Background: an optimization exercise with open tools, aiming at small area, a short achievable clock period and few clock cycles per item. Do not read the settings as production practice.

== run 1 ==
==> flow/design.v (excerpt) <==
module window_level_to_rgb8 (
  input  wire logic clk,
  input  wire logic rst,
  input  wire logic cfg_we,
  input  wire logic [1:0] cfg_index,
  input  wire logic [31:0] cfg_data,
  input  wire logic pix_in_valid,
  output logic pix_in_ready,
  input  wire logic [32+16*3+8-1:0] pix_in_data,
  output logic pix_out_valid,
  input  wire logic pix_out_ready,
  output logic [31:0] pix_out_data
);
  localparam int RW = wl_pkg::RW;
  localparam int NST = 7;
  logic [1:0] fmt;
  logic signed [31:0] lo, hi;
  always_ff @(posedge clk) begin
    if (rst) begin
      fmt <= wl_pkg::FMT_GRAY;
      lo <= '0;
      hi <= 32'sd255;
    end else if (cfg_we) begin
      case (cfg_index)
        wl_pkg::REG_FORMAT: fmt <= cfg_data[1:0];
        wl_pkg::REG_LOW:    lo <= cfg_data;
        wl_pkg::REG_HIGH:   hi <= cfg_data;
        default: ;
      endcase
    end
  end
  logic is_gray, is_rgb16, is_rgb8;
  assign is_gray  = fmt == wl_pkg::FMT_GRAY;
  assign is_rgb16 = fmt == wl_pkg::FMT_RGB16;
  assign is_rgb8  = fmt[1];
  logic [RW:0] dw, dn;
  logic dneg, dzero;
  logic [RW:0] dhl;
  wl_add #(.W(RW+1)) u_dhl (.a({hi[31], hi}), .b(~{lo[31], lo}), .cin(1'b1), .s(dhl));
  assign dw = is_rgb8 ? '0 : dhl;
  always_ff @(posedge clk) begin
    dn <= dw ^ {(RW+1){dw[RW]}};
    dneg <= dw[RW];
  end
  assign dzero = dn == '0 && !dneg;
  logic [RW:0] ea;
  logic va, bypa;
  logic [NST:0][RW:0] r;
  logic [NST:0][7:0] xq;
  logic [NST:0] vl, zr, st, byp;
  logic [3:0] hcnt;
  logic hd_end;
  assign hd_end = hcnt == 4'd0;
  logic rmode, out_free, deliver, recirc;
  assign out_free = !pix_out_valid || pix_out_ready;
  assign deliver = vl[NST] && out_free && (!rmode || hd_end);
  assign recirc = vl[NST] && !deliver;
  logic ivld, ilast;
  logic [1:0] iph;
  logic [47:0] ib;
  ...
Size in the first run: ~160 I/O pins, about 36000 um2 of cells after synthesis.
Settings: LEC_CHECK=0, CAP_MARGIN=20, CORE_MARGIN=2, CORE_UTILIZATION=40, CTS_BUF_LIST=sky130_fd_sc_hd__clkbuf_8, CTS_CLUSTER_SIZE=30, PLACE_DENSITY=0.6, SETUP_SLACK_MARGIN=2.0, SLEW_MARGIN=20, SYNTH_HIERARCHICAL=1; clock period 5.0 ns.
run.sh (not shown) runs the stock make flow with config.mk's settings and CLKGATE_MAP_FILE= SYNTH_SCRIPT=/design/flow/synth_recipe.tcl, a recipe that flattens the netlist after the stock synthesis.
Run 1 closes out successfully: all stages finished, all timing, DRC and antenna checks passed.
Modified inputs, run 2 compared to run 1
- a deleted CTS_CLUSTER_SIZE that had been 30
- a deleted CTS_BUF_LIST that had been sky130_fd_sc_hd__clkbuf_8
--- outcome ---
Diff run 1 -> run 2: final instance area went down, length of routed met3 wiring +180 um, area of the multi-input gates saw a decrease. Run 2: proportion of layout cells with a drive suffix above 1 is 2.6 points lower than what run 1 reported. Final period demand of the worst path in run 2 is 0.038 ns above run 1. The maximum clock path buffer count was comparable across run 2 and run 1.
No run of this note included a check of the RTL's function; only the layout flow was run.

The RTL this note starts from:
==> flow/design.v <==
`default_nettype none
package wl_pkg;
  localparam logic [1:0] FMT_GRAY  = 2'd0;
  localparam logic [1:0] FMT_RGB16 = 2'd1;
  localparam logic [1:0] FMT_RGB8  = 2'd2;
  localparam logic [1:0] FMT_RGBA8 = 2'd3;
  localparam logic [1:0] REG_FORMAT = 2'd0;
  localparam logic [1:0] REG_LOW    = 2'd1;
  localparam logic [1:0] REG_HIGH   = 2'd2;
  localparam int RW = 32;
endpackage
`default_nettype wire
`default_nettype none
module wl_pg #(
  parameter int W = 33
) (
  input  wire logic [W-1:0] a,
  input  wire logic [W-1:0] b,
  output logic [W-1:0] p,
  output logic [W-1:0] g
);
  assign p = a ^ b;
  assign g = a & b;
endmodule
module wl_pfx #(
  parameter int W = 33
) (
  input  wire logic [W-1:0] p,
  input  wire logic [W-1:0] g,
  input  wire logic cin,
  output logic [W-1:0] c
);
  localparam int L = $clog2(W);
  logic [L:0][W-1:0] gg, pp;
  assign gg[0] = {g[W-1:1], g[0] | (p[0] & cin)};
  assign pp[0] = p;
  for (genvar l = 0; l < L; l++) begin : g_lv
    for (genvar i = 0; i < W; i++) begin : g_bit
      if (((i >> l) & 1) == 1) begin : g_join
        localparam int J = ((i >> l) << l) - 1;
        assign gg[l+1][i] = gg[l][i] | (pp[l][i] & gg[l][J]);
        assign pp[l+1][i] = pp[l][i] & pp[l][J];
      end else begin : g_pass
        assign gg[l+1][i] = gg[l][i];
        assign pp[l+1][i] = pp[l][i];
      end
    end
  end
  assign c = gg[L];
endmodule
module wl_add #(
  parameter int W = 33
) (
  input  wire logic [W-1:0] a,
  input  wire logic [W-1:0] b,
  input  wire logic cin,
  output logic [W-1:0] s
);
  logic [W-1:0] p, g, c;
  wl_pg #(.W(W)) u_pg (.a(a), .b(b), .p(p), .g(g));
  wl_pfx #(.W(W)) u_pfx (.p(p), .g(g), .cin(cin), .c(c));
  assign s = p ^ {c[W-2:0], cin};
endmodule
module wl_msb #(
  parameter int W = 33
) (
  input  wire logic [W-1:0] a,
  input  wire logic [W-1:0] b,
  input  wire logic cin,
  output logic s
);
  logic [W-1:0] p, g, c;
  wl_pg #(.W(W)) u_pg (.a(a), .b(b), .p(p), .g(g));
  wl_pfx #(.W(W)) u_pfx (.p(p), .g(g), .cin(cin), .c(c));
  assign s = p[W-1] ^ c[W-2];
endmodule
module wl_div_stage (
  input  wire logic clk,
  input  wire logic [wl_pkg::RW:0] dn,
  input  wire logic dneg,
  input  wire logic byp,
  input  wire logic [wl_pkg::RW:0] r_in,
  input  wire logic [7:0] xq_in,
  output logic [wl_pkg::RW:0] r_out,
  output logic [7:0] xq_out
);
  localparam int RW = wl_pkg::RW;
  logic sub;
  logic [RW:0] t, s;
  assign sub = !r_in[RW];
  assign t = {r_in[RW-1:0], xq_in[7]};
  wl_add #(.W(RW+1)) u_add (
    .a(t), .b(dn ^ {(RW+1){sub}}), .cin(sub ^ dneg), .s(s)
  );
  always_ff @(posedge clk) begin
    r_out <= s;
    xq_out <= {xq_in[6:0], byp ? xq_in[7] : !r_in[RW]};
  end
endmodule
`default_nettype wire
`default_nettype none
module window_level_to_rgb8 (
  input  wire logic clk,
  input  wire logic rst,
  input  wire logic cfg_we,
  input  wire logic [1:0] cfg_index,
  input  wire logic [31:0] cfg_data,
  input  wire logic pix_in_valid,
  output logic pix_in_ready,
  input  wire logic [32+16*3+8-1:0] pix_in_data,
  output logic pix_out_valid,
  input  wire logic pix_out_ready,
  output logic [31:0] pix_out_data
);
  localparam int RW = wl_pkg::RW;
  localparam int NST = 7;
  logic [1:0] fmt;
  logic signed [31:0] lo, hi;
  always_ff @(posedge clk) begin
    if (rst) begin
      fmt <= wl_pkg::FMT_GRAY;
      lo <= '0;
      hi <= 32'sd255;
    end else if (cfg_we) begin
      case (cfg_index)
        wl_pkg::REG_FORMAT: fmt <= cfg_data[1:0];
        wl_pkg::REG_LOW:    lo <= cfg_data;
        wl_pkg::REG_HIGH:   hi <= cfg_data;
        default: ;
      endcase
    end
  end
  logic is_gray, is_rgb16, is_rgb8;
  assign is_gray  = fmt == wl_pkg::FMT_GRAY;
  assign is_rgb16 = fmt == wl_pkg::FMT_RGB16;
  assign is_rgb8  = fmt[1];
  logic [RW:0] dw, dn;
  logic dneg, dzero;
  logic [RW:0] dhl;
  wl_add #(.W(RW+1)) u_dhl (.a({hi[31], hi}), .b(~{lo[31], lo}), .cin(1'b1), .s(dhl));
  assign dw = is_rgb8 ? '0 : dhl;
  always_ff @(posedge clk) begin
    dn <= dw ^ {(RW+1){dw[RW]}};
    dneg <= dw[RW];
  end
  assign dzero = dn == '0 && !dneg;
  logic [RW:0] ea;
  logic va, bypa, hda;
  logic [NST:0][RW:0] r;
  logic [NST:0][7:0] xq;
  logic [NST:0] vl, zr, st, byp, hd;
  logic rmode, out_free, deliver, recirc;
  assign out_free = !pix_out_valid || pix_out_ready;
  assign deliver = vl[NST] && out_free && (!rmode || hd[NST]);
  assign recirc = vl[NST] && !deliver;
  logic [1:0] ibn;
  logic [31:0] ib;
  logic front_free, accept, issue_ib;
  assign front_free = !recirc && !rmode;
  assign pix_in_ready = front_free && ibn == 2'd0;
  assign accept = pix_in_valid && pix_in_ready;
  assign issue_ib = front_free && ibn != 2'd0;
  logic [31:0] gs;
  logic [15:0] ri, gi, bi;
  logic [7:0] ai;
  assign {gs, ri, gi, bi, ai} = pix_in_data;
  logic ibs;
  always_ff @(posedge clk) begin
    if (rst) begin
      ibn <= '0;
      ibs <= 1'b0;
    end else if (accept && is_rgb16) begin
      ibn <= 2'd2;
      ibs <= 1'b1;
    end else if (issue_ib) begin
      ibn <= ibn - 2'd1;
      ibs <= ibn[1];
    end
  end
  always_ff @(posedge clk) begin
    if (accept) ib <= {gi, bi};
    else if (issue_ib) ib <= {ib[15:0], 16'd0};
  end
  logic signed [32:0] v;
  logic [RW:0] eb;
  always_comb begin
    if (ibs) v = {17'd0, ib[31:16]};
    else if (is_gray) v = 33'(signed'(gs));
    else if (is_rgb16) v = {17'd0, ri};
    else v = {1'b0, ri[7:0], gi[7:0], bi[7:0], fmt[0] ? ai : 8'd0};
  end
  wl_add #(.W(RW+1)) u_ea (
    .a(v), .b(is_rgb8 ? '1 : ~{lo[31], lo}), .cin(1'b1), .s(eb)
  );
  logic sl, fs;
  logic [7:0] y;
  logic [31:0] d32;
  assign sl = !r[NST][RW];
  wl_msb #(.W(RW+1)) u_last (
    .a({r[NST][RW-1:0], xq[NST][7]}), .b(dn ^ {(RW+1){sl}}), .cin(sl ^ dneg), .s(fs)
  );
  always_comb begin
    if (byp[NST]) y = {xq[NST][6:0], xq[NST][7]};
    else if (dzero) y = 8'd128;
    else if (zr[NST]) y = 8'd0;
    else if (st[NST]) y = 8'd255;
    else y = {xq[NST][5:0], !r[NST][RW], !fs};
    d32 = {r[NST][30:0], xq[NST][7]};
  end
  always_ff @(posedge clk) begin
    if (recirc) ea <= is_rgb8 ? {1'b0, d32} : {25'd0, y};
    else ea <= eb;
    bypa <= recirc;
    hda <= recirc && (!rmode || hd[NST]);
  end
  logic [RW-1:0] ub;
  logic sb;
  wl_add #(.W(RW)) u_ub (
    .a(ea[RW-1:0]), .b(~{{8{ea[RW]}}, ea[RW-1:8]}),
    .cin(!(dneg || ea[7:0] != 8'd0)), .s(ub)
  );
  wl_msb #(.W(RW+2)) u_sat (
    .a({ea[RW], ea}), .b({1'b0, dn} ^ {(RW+2){!dneg}}), .cin(!dneg), .s(sb)
  );
  always_ff @(posedge clk) begin
    if (is_rgb8 || bypa) begin
      r[0] <= {9'd0, ea[31:8]};
      xq[0] <= ea[7:0];
    end else begin
      r[0] <= {1'b0, ub ^ {RW{dneg}}};
      xq[0] <= dneg ? ea[7:0] : -ea[7:0];
    end
    zr[0] <= ea == '0 || (ea[RW] ^ dneg);
    st[0] <= dneg ? sb : !sb;
    byp[0] <= bypa;
    hd[0] <= hda;
  end
  for (genvar k = 0; k < NST; k++) begin : g_div
    wl_div_stage u_div (
      .clk(clk), .dn(dn), .dneg(dneg), .byp(byp[k]),
      .r_in(r[k]), .xq_in(xq[k]),
      .r_out(r[k+1]), .xq_out(xq[k+1])
    );
    always_ff @(posedge clk) begin
      zr[k+1] <= zr[k];
      st[k+1] <= st[k];
      byp[k+1] <= byp[k];
      hd[k+1] <= hd[k];
    end
  end
  always_ff @(posedge clk) begin
    if (rst) begin
      va <= 1'b0;
      vl <= '0;
      rmode <= 1'b0;
    end else begin
      va <= recirc || accept || issue_ib;
      vl <= {vl[NST-1:0], va};
      rmode <= recirc || (rmode && !(vl[NST] && hd[NST]));
    end
  end
  logic [1:0] och;
  logic olast;
  assign olast = !is_rgb16 || och == 2'd2;
  always_ff @(posedge clk) begin
    if (rst) och <= '0;
    else if (deliver) och <= olast ? 2'd0 : och + 2'd1;
  end
  always_ff @(posedge clk) begin
    if (deliver) begin
      if (is_gray) pix_out_data <= {y, y, y, 8'd0};
      else if (is_rgb16) pix_out_data <= {pix_out_data[23:8], y, 8'd0};
      else pix_out_data <= d32;
    end
  end
  always_ff @(posedge clk) begin
    if (rst) pix_out_valid <= 1'b0;
    else if (deliver) pix_out_valid <= olast;
    else if (pix_out_ready) pix_out_valid <= 1'b0;
  end
endmodule
`default_nettype wire
Settings: LEC_CHECK=0, CAP_MARGIN=20, CORE_MARGIN=2, CORE_UTILIZATION=40, PLACE_DENSITY=0.6, SLEW_MARGIN=20, SYNTH_HIERARCHICAL=1; clock period 5.0 ns.
Rerun with:
Settings changed: SETUP_SLACK_MARGIN set to 2.0.
Routed wire length rose by 7.9%.
Synthesized cell count stays the same.
Cell count went up by 2.7%.
Area after synthesis is unchanged.
Global-route usage is higher by 1.3 points.
Count of clock-buffer cells in the layout drops by 13.
No functional check of the RTL was part of any run of this note.

-- port drivers added, routing unchanged --
Ports are ideal in the flow. The routed layouts listed here were re-timed in OpenROAD. Step 1 assumes that a clkbuf_16 drives the clock port and a buf_2 every other input. Step 2 adds t to the input delays and takes it off the output delays; t is the mean of the earliest and latest rising clock arrival at the registers after step 1. Input paths then give back, and output paths get back, about the clock's delay inside the block. a / b / c = ideal / step 1 / step 2; a / b = the first two.
| run | t, ns | setup WS [ns] | worst setup path at the end |
|---|---|---|---|
| run 1 | 0.764 | 1.751 / 1.751 / 1.751 | register to register |
| run 2 | 0.671 | 1.713 / 1.713 / 1.713 | register to register |
| the first run of note 2 | 0.678 | 0.986 / 0.986 / 0.483 | input to register |
| the second run of note 2 | 0.670 | 1.824 / 1.863 / 1.193 | input to register |
After both steps setup and hold are still met in every run listed. The setup slack of the second run of note 2, which loses most, moves by +0.039 ns with the drivers and by -0.631 ns with both steps.
